What follows belongs to an exercise in optimizing a design on an open flow for small area; a production flow would make more cautious choices. Only simulation tests tie the RTL to the original design; equivalence was not proved. Power figures rest on the tool's default switching activity, not on a simulated workload.

## the reference run
==> flow/design.v <==
package ssf_pkg;
	localparam int NUM_LANES = 8;
	localparam int BLOCK_LEN = 4;
	localparam int START_GAP = 64;
	localparam int SAMPLE_W  = 32;
	localparam int LANE_W    = $clog2(NUM_LANES);
	localparam int ACC_W = SAMPLE_W + $clog2(BLOCK_LEN) + 1;
	localparam int GAP_W = $clog2(START_GAP);
	localparam int CNT_W = $clog2(BLOCK_LEN + 1);
	typedef logic signed [SAMPLE_W-1:0] sample_t;
	typedef logic signed [ACC_W-1:0]    acc_t;
	typedef logic [LANE_W-1:0]          lane_t;
	typedef logic [NUM_LANES-1:0]       lane_mask_t;
	typedef logic [GAP_W-1:0]           gap_cnt_t;
	typedef logic [CNT_W-1:0]           count_t;
	localparam sample_t SAMPLE_MAX = {1'b0, {(SAMPLE_W-1){1'b1}}};
	localparam sample_t SAMPLE_MIN = {1'b1, {(SAMPLE_W-1){1'b0}}};
	typedef enum logic [1:0] {
		FILLING,
		HOLDING,
		IDLE
	} lane_state_t;
endpackage
`timescale 1ns/1ps
module ssf_array (
	input  logic    clk,
	input  logic    rst,
	input  ssf_pkg::sample_t sample_in,
	input  logic    sample_valid,
	output logic    sample_req,
	output ssf_pkg::sample_t result_out,
	output ssf_pkg::lane_t   result_lane,
	output logic    result_valid
);
	localparam int NL = ssf_pkg::NUM_LANES;
	localparam int PW = ssf_pkg::SAMPLE_W + 1;    
	logic [8:0]     rel_cnt;           
	logic [1:0]     cnt [NL];          
	logic [PW-1:0]  word [NL];         
	logic [NL-1:0]  cand_oh;           
	ssf_pkg::lane_t last_grant;        
	logic           fin1;              
	logic           fin2;              
	ssf_pkg::lane_t fin2_lane;
	logic           accept;
	ssf_pkg::lane_t cand;
	logic           first;
	logic           last4;
	assign sample_req = |cand_oh;
	assign accept     = sample_valid & sample_req;
	always_comb begin
		cand  = '0;
		first = 1'b0;
		last4 = 1'b0;
		for (int i = 0; i < NL; i++) begin
			if (cand_oh[i]) cand = cand | 3'(i);
			if (cand_oh[i] && cnt[i] == 2'd0) first = 1'b1;
			if (cand_oh[i] && cnt[i] == 2'b10) last4 = 1'b1;
		end
	end
	logic [8:0]     rel_nxt;
	logic [NL-1:0]  req_nxt;
	ssf_pkg::lane_t lg_nxt;
	logic [NL-1:0]  req_hi;
	logic [NL-1:0]  pick_hi;
	logic [NL-1:0]  pick_lo;
	logic [NL-1:0]  cand_nxt;
	assign rel_nxt = (rel_cnt[8:6] != 3'd7) ? rel_cnt + 1'b1 : rel_cnt;
	assign lg_nxt  = accept ? cand : last_grant;
	always_comb begin
		for (int i = 0; i < NL; i++) begin
			req_nxt[i] = (rel_cnt[8:6] >= 3'(i))
			           && !(accept && last4 && cand_oh[i])
			           && !(fin1 && last_grant == 3'(i));
		end
	end
	always_comb begin
		logic above_c;
		above_c = 1'b0;
		for (int i = 0; i < NL; i++) begin
			req_hi[i] = req_nxt[i] && (accept ? above_c : (3'(i) > last_grant));
			above_c = above_c | cand_oh[i];
		end
		for (int i = 0; i < NL; i++) begin
			pick_hi[i] = req_hi[i];
			pick_lo[i] = req_nxt[i];
			for (int j = 0; j < i; j++) begin
				pick_hi[i] = pick_hi[i] && !req_hi[j];
				pick_lo[i] = pick_lo[i] && !req_nxt[j];
			end
		end
		cand_nxt = (|req_hi) ? pick_hi : pick_lo;
	end
	logic [PW-1:0] part;
	logic [PW:0]   add_a, add_b, add_p, add_c, sum;
	logic          sign;
	logic          ovf;
	logic [PW-1:0] wdata;
	always_comb begin
		part = '0;
		for (int i = 0; i < NL; i++) begin
			if (cand_oh[i] && cnt[i] != 2'd0) part = part | word[i];
		end
	end
	assign add_a = {part[PW-1], part};
	assign add_b = {{2{sample_in[31]}}, sample_in};
	assign add_p = add_a ^ add_b;
	always_comb begin
		logic [PW:0] pp, gg;
		pp = add_p;
		gg = add_a & add_b;
		for (int i = 1; i <= 6; i++) begin
			for (int j = 2**i - 1; j <= PW; j += 2**i) begin
				gg[j] = gg[j] | (pp[j] & gg[j - 2**(i-1)]);
				pp[j] = pp[j] & pp[j - 2**(i-1)];
			end
		end
		for (int i = 6; i > 0; i--) begin
			for (int j = 2**i + 2**(i-1) - 1; j <= PW; j += 2**i) begin
				gg[j] = gg[j] | (pp[j] & gg[j - 2**(i-1)]);
				pp[j] = pp[j] & pp[j - 2**(i-1)];
			end
		end
		add_c = {gg[PW-1:0], 1'b0};
	end
	assign sum  = add_p ^ add_c;
	assign sign = sum[PW];
	assign ovf  = last4 ? !((sum[PW] == sum[PW-1]) && (sum[PW-1] == sum[PW-2]))
	                    : (sum[PW] != sum[PW-1]);
	always_comb begin
		wdata[PW-1]   = sign;
		wdata[PW-2]   = ovf ? (last4 ? sign : !sign) : sum[PW-2];
		wdata[PW-3:0] = ovf ? {(PW-2){!sign}} : sum[PW-3:0];
	end
	always_ff @(posedge clk) begin
		for (int i = 0; i < NL; i++) begin
			if (accept && cand_oh[i]) begin
				word[i] <= wdata;
			end
		end
	end
	always_ff @(posedge clk) begin
		if (rst) begin
			rel_cnt      <= 9'd1;
			for (int i = 0; i < NL; i++) cnt[i] <= '0;
			cand_oh      <= NL'(1);
			last_grant   <= 3'(NL - 1);
			fin1         <= 1'b0;
			fin2         <= 1'b0;
			result_valid <= 1'b0;
		end else begin
			rel_cnt <= rel_nxt;
			for (int i = 0; i < NL; i++) begin
				if (accept && cand_oh[i]) cnt[i] <= {cnt[i][0], !cnt[i][1]};
			end
			cand_oh      <= cand_nxt;
			last_grant   <= lg_nxt;
			fin1         <= accept & last4;
			fin2         <= fin1;
			result_valid <= fin2;
		end
	end
	always_ff @(posedge clk) begin
		fin2_lane   <= last_grant;
		result_lane <= fin2_lane;
	end
	always_comb begin
		result_out = '0;
		for (int i = 0; i < NL; i++) begin
			if (result_lane == 3'(i)) result_out = result_out | word[i][31:0];
		end
	end
endmodule
==> flow/config.mk <==
export PLATFORM = sky130hd
export DESIGN_NAME = ssf_array
export DESIGN_NICKNAME = ssf_array
export VERILOG_FILES = /design/flow/design.v
export SDC_FILE = /design/flow/constraint.sdc
export NUM_CORES = 4
export LEC_CHECK = 0
export CAP_MARGIN = 20
export CORE_MARGIN = 2
export CORE_UTILIZATION = 40
export SLEW_MARGIN = 20
==> flow/constraint.sdc <==
create_clock -name core_clock -period 6.0 [get_ports {clk}]
set_input_delay 1.2000 -clock core_clock [delete_from_list [all_inputs] [get_ports {clk}]]
set_output_delay 1.2000 -clock core_clock [all_outputs]
set_load 0.01 [all_outputs]
standard.sh (not shown) runs the stock make flow with config.mk's settings and CLKGATE_MAP_FILE= SYNTH_SCRIPT=/design/flow/synth_recipe.tcl, a recipe that flattens the netlist after the stock synthesis.
==> flow/flow/run.sh <==
#!/bin/bash
# Own layout flow: the standard flow (standard.sh, unchanged synthesis),
# with the smallest buffer on the ports and a clock tree without dummy loads.
set -euo pipefail
bash standard.sh \
	"BUFFER_PORTS_ARGS=-buffer_cell sky130_fd_sc_hd__buf_1" \
	"CTS_ARGS=-sink_clustering_enable -repair_clock_nets -dont_use_dummy_load -sink_clustering_size 25 -sink_clustering_max_diameter 100" \
	finish > make_finish.log 2>&1
diff inputs: the reference run => the trial run
-- flow/design.v --
<<< the reference run, line 56
			if (cand_oh[i]) cand = cand | 3'(i);
			if (cand_oh[i] && cnt[i] == 2'd0) first = 1'b1;
			if (cand_oh[i] && cnt[i] == 2'b10) last4 = 1'b1;
		end
	end
>>> the trial run, line 56
			if (cand_oh[i]) cand = cand | 3'(i);
			if (cand_oh[i] && cnt[i] == 2'd0) first = 1'b1;
			if (cand_oh[i] && cnt[i] == 2'd3) last4 = 1'b1;
		end
	end
<<< the reference run, line 70
	always_comb begin
		for (int i = 0; i < NL; i++) begin
			req_nxt[i] = (rel_cnt[8:6] >= 3'(i))
			           && !(accept && last4 && cand_oh[i])
			           && !(fin1 && last_grant == 3'(i));
>>> the trial run, line 70
	always_comb begin
		for (int i = 0; i < NL; i++) begin
			req_nxt[i] = (rel_nxt[8:6] >= 3'(i))
			           && !(accept && last4 && cand_oh[i])
			           && !(fin1 && last_grant == 3'(i));
<<< the reference run, line 76
	end
	always_comb begin
		logic above_c;
		above_c = 1'b0;
		for (int i = 0; i < NL; i++) begin
			req_hi[i] = req_nxt[i] && (accept ? above_c : (3'(i) > last_grant));
			above_c = above_c | cand_oh[i];
		end
		for (int i = 0; i < NL; i++) begin
>>> the trial run, line 76
	end
	always_comb begin
		for (int i = 0; i < NL; i++) begin
			req_hi[i] = req_nxt[i] && (3'(i) > lg_nxt);
		end
		for (int i = 0; i < NL; i++) begin
<<< the reference run, line 142
	always_ff @(posedge clk) begin
		if (rst) begin
			rel_cnt      <= 9'd1;
			for (int i = 0; i < NL; i++) cnt[i] <= '0;
			cand_oh      <= NL'(1);
>>> the trial run, line 139
	always_ff @(posedge clk) begin
		if (rst) begin
			rel_cnt      <= '0;
			for (int i = 0; i < NL; i++) cnt[i] <= '0;
			cand_oh      <= NL'(1);
<<< the reference run, line 152
			rel_cnt <= rel_nxt;
			for (int i = 0; i < NL; i++) begin
				if (accept && cand_oh[i]) cnt[i] <= {cnt[i][0], !cnt[i][1]};
			end
			cand_oh      <= cand_nxt;
>>> the trial run, line 149
			rel_cnt <= rel_nxt;
			for (int i = 0; i < NL; i++) begin
				if (accept && cand_oh[i]) cnt[i] <= cnt[i] + 1'b1;
			end
			cand_oh      <= cand_nxt;
==> results.txt <==
- From the reference run to the trial run the numbers moved as follows: routed metal-1 wire length moved up, worst setup margin has increased, power of the sequential group rose about 3%, area taken by multi-input logic gates higher.
- Going from the reference run to the trial run, post-layout instance area went up; maximum VDD drop went up.
- Summary — met2 demand-to-capacity share in global routing, the trial run relative to the reference run: higher, by 0.54 points.
- Total die area on the trial run is behind the reference run.

re-timing with driven ports:
In the flow no input, the clock included, has a driving cell. The finished layouts below were timed again as built, in two steps. Step 1 (the two cells are an assumption about what drives the block):
set clk [get_ports {clk}]
set_driving_cell -lib_cell sky130_fd_sc_hd__clkbuf_16 $clk
set_driving_cell -lib_cell sky130_fd_sc_hd__buf_2 [delete_from_list [all_inputs] $clk]
Step 2 times the ports against the registers' clock, not the clock port: input delays grow and output delays shrink by t, the midpoint of the rising clock arrivals with the driver on. Slacks: ideal / step 1 / step 2; pairs: ideal / step 1.
run | t (ns) | setup slack, ns | latest minus earliest clock arrival (ns)
the reference run | 0.540 | 0.347 / 0.347 / 0.235 | 0.043 / 0.043
the trial run | 0.545 | 0.363 / 0.363 / 0.363 | 0.038 / 0.037
After both steps setup and hold are still met in every run listed. The setup slack of the reference run, which loses most, moves by 0.000 ns with the drivers and by -0.112 ns with both steps.
